This is an optimization exercise on Yosys and OpenROAD, whose aim is small area and a short achievable clock period, not a production implementation.

// sdf_fft_top
module sdf_fft_top
(
	input  logic        CLK,
	input  logic        RST,
	input  logic        valid_i,	 
	input  logic [23:0] data_i,	 
	output logic        valid_o,
	output logic        first_o,	 
	output logic [31:0] data_o	 
)
;
	localparam logic [3:0] LAG = 4'd15;
	logic        v0;
	logic        v1;
	logic        v2;
	logic        vt;
	logic        v3;
	logic [23:0] d0;
	logic [25:0] d1;
	logic [27:0] d2;
	logic [27:0] dt;
	logic [29:0] d3;
	logic [3:0]  out_cnt;
	logic [3:0]  out_pos;
	logic        primed;	 
	logic        at_bin0;
	always_ff @(posedge CLK or posedge RST)
	begin
		if (RST)
			v0 <= 1'b0;
		else
			v0 <= valid_i;
	end
	always_ff @(posedge CLK)
		d0 <= data_i;
	sdf_bf_stage #(
		.DEPTH       (8),
		.ROT_MINUS_J (1'b1),
		.IW          (12),
		.OW          (13)
	) u_stage1 (
		.CLK     (CLK),
		.RST     (RST),
		.valid_i (v0),
		.data_i  (d0),
		.valid_o (v1),
		.data_o  (d1)
	);
For scale: ~4600 cells after synthesis, ~820 flip-flops.
==> flow/config.mk <==
export PLATFORM = sky130hd
export DESIGN_NAME = sdf_fft_top
export DESIGN_NICKNAME = sdf_fft_top
export VERILOG_FILES = /design/flow/design.v
export SDC_FILE = /design/flow/constraint.sdc
export NUM_CORES = 4
export LEC_CHECK = 0
export ABC_AREA = 1
export CAP_MARGIN = 20
export CORE_MARGIN = 2
export CORE_UTILIZATION = 60
export CTS_CLUSTER_DIAMETER = 150
export CTS_CLUSTER_SIZE = 25
export PLACE_DENSITY = 0.7
export SLEW_MARGIN = 20
==> flow/constraint.sdc <==
create_clock -name core_clock -period 11.0 [get_ports {CLK}]
set_input_delay 2.2000 -clock core_clock [delete_from_list [all_inputs] [get_ports {CLK}]]
set_output_delay 2.2000 -clock core_clock [all_outputs]
set_load 0.01 [all_outputs]
standard.sh (not shown) runs the stock make flow with config.mk's settings and CLKGATE_MAP_FILE= SYNTH_SCRIPT=/design/flow/synth_recipe.tcl, a recipe that flattens the netlist after the stock synthesis.
==> flow/flow/run.sh <==
#!/bin/bash
# Layout flow: the standard flow, with the port buffers made of buf_2
# cells instead of the resizer's default choice (a delay buffer).
# Timing repair aims for 7.7 ns of setup slack (a 3.3 ns cycle) instead of zero.
# Every step's full output goes to standard_flow.log in this folder.
set -euo pipefail
export BUFFER_PORTS_ARGS="-buffer_cell sky130_fd_sc_hd__buf_2"
export SETUP_SLACK_MARGIN=7.7
bash standard.sh > standard_flow.log 2>&1
Next try:
--- a/flow/flow/run.sh
+++ b/flow/flow/run.sh
@@ -4 +4 @@
-# Timing repair aims for 7.7 ns of setup slack (a 3.3 ns cycle) instead of zero.
+# Timing repair aims for 7.85 ns of setup slack (a 3.15 ns cycle) instead of zero.
@@ -8 +8 @@
-export SETUP_SLACK_MARGIN=7.7
+export SETUP_SLACK_MARGIN=7.85
- ABC_AREA: 1 -> not set
Result: Synthesized cell count fell by 15%; global-route usage shrinks by 0.73 points; first-iteration DRC count decreases by 5.5%; wire length fell by 3.0%; clock skew is about the same.
Function was not checked in any run of this note: the RTL went through the layout flow alone.

---

run P:
sdf_fft_top, a different RTL version from the one above (not shown whole).
For scale: ~860 flip-flops, roughly 61 I/O pins, about 45000 um^2 of cells after synthesis.
// sdf_fft_top
module sdf_fft_top
(
	input  logic        CLK,
	input  logic        RST,
	input  logic        valid_i,	 
	input  logic [23:0] data_i,	 
	output logic        valid_o,
	output logic        first_o,	 
	output logic [31:0] data_o	 
)
;
	localparam logic [3:0] LAG = 4'd15;
	logic        v0;
	logic        v1;
	logic        v2;
	logic        vt;
	logic        v3;
	logic [23:0] d0;
	logic [25:0] d1;
	logic [27:0] d2;
	logic [27:0] dt;
	logic [29:0] d3;
	logic [3:0]  out_cnt;
	logic [3:0]  out_pos;
	logic        primed;	 
	logic        at_bin0;
	always_ff @(posedge CLK or posedge RST)
	begin
		if (RST)
			v0 <= 1'b0;
		else
			v0 <= valid_i;
	end
	always_ff @(posedge CLK)
		d0 <= data_i;
	sdf_bf_stage #(
		.DEPTH       (8),
		.ROT_MINUS_J (1'b1),
		.IW          (12),
		.OW          (13)
	) u_stage1 (
		.CLK     (CLK),
		.RST     (RST),
		.valid_i (v0),
		.data_i  (d0),
		.valid_o (v1),
		.data_o  (d1)
	);
	sdf_bf_stage #(
		.DEPTH       (4),
		.ROT_MINUS_J (1'b0),
		.IW          (13),
		.OW          (14)
	) u_stage2 (
		.CLK     (CLK),
		.RST     (RST),
		.valid_i (v1),
		.data_i  (d1),
		.valid_o (v2),
		.data_o  (d2)
	);
	sdf_twiddle_mul u_twiddle (	 
		.CLK     (CLK),
		.RST         (RST),
		.pre_valid_i (v1),
		.valid_i     (v2),
		.data_i      (d2),
		.valid_o (vt),
		.data_o  (dt)
	);
	sdf_bf_stage #(
		.DEPTH       (2),
		.ROT_MINUS_J (1'b1),
		.IW          (14),
		.OW          (15)
	) u_stage3 (
		.CLK     (CLK),
		.RST     (RST),
  ...
export LEC_CHECK = 0
export CAP_MARGIN = 20
export CORE_MARGIN = 2
export CORE_UTILIZATION = 40
export CTS_CLUSTER_SIZE = 20
export SLEW_MARGIN = 20
create_clock -name core_clock -period 11.0 [get_ports {CLK}]
==> flow/flow/run.sh <==
#!/bin/bash
# Layout flow: the standard flow, with the port buffers made of buf_2
# cells instead of the resizer's default choice (a delay buffer).
# Timing repair aims for 7.7 ns of setup slack (a 3.3 ns cycle) instead of zero.
# Every step's full output goes to standard_flow.log in this folder.
set -euo pipefail
export BUFFER_PORTS_ARGS="-buffer_cell sky130_fd_sc_hd__buf_2"
export SETUP_SLACK_MARGIN=7.7
bash standard.sh > standard_flow.log 2>&1
### run P -> run K
- CTS_CLUSTER_SIZE: 20 -> 30
## What came out
- Between run P and run K, the wire length of the first global-routing pass does not differ in any meaningful way.
- Final period utilization: run K vs run P — no meaningful difference
- Between run K and run P, the difference in cell area after layout is negligible.
- As of run K, first-iteration DRC count had risen slightly compared to run P.
Function was not checked in any run of this note: the RTL went through the layout flow alone.

separate check: timing with driven ports:
How much do the figures lean on ideal ports? The routed layouts below were timed once more, with nothing changed but the port constraints.
Step 1 (the two cells are an assumption about what drives the block):
set clk [get_ports {CLK}]
set_driving_cell -lib_cell sky130_fd_sc_hd__clkbuf_16 $clk
set_driving_cell -lib_cell sky130_fd_sc_hd__buf_2 [delete_from_list [all_inputs] $clk]
Step 2 adds t to the input delays and takes it off the output delays; t is the mean of the earliest and latest rising clock arrival at the registers after step 1. Input paths then give back, and output paths get back, about the clock's delay inside the block.
a / b / c = ideal ports / drivers / drivers and shift; a / b = the first two.
run	shift t [ns]	setup slack, ns	worst register clock-pin slew, ns	worst slew at a driven data input, ns
the first run of note 1	0.665	7.699 / 7.633 / 7.708	0.12 / 0.12	0.04
the second run of note 1	0.667	7.697 / 7.649 / 7.697	0.11 / 0.11	0.03
run P	0.748	7.602 / 7.537 / 7.459	0.06 / 0.06	0.04
run K	0.745	7.602 / 7.537 / 7.458	0.06 / 0.06	0.04
After both steps setup and hold are still met in every run listed. The setup slack of run K, which loses most, moves by -0.065 ns with the drivers and by -0.144 ns with both steps. Setup slack includes reset recovery checks.
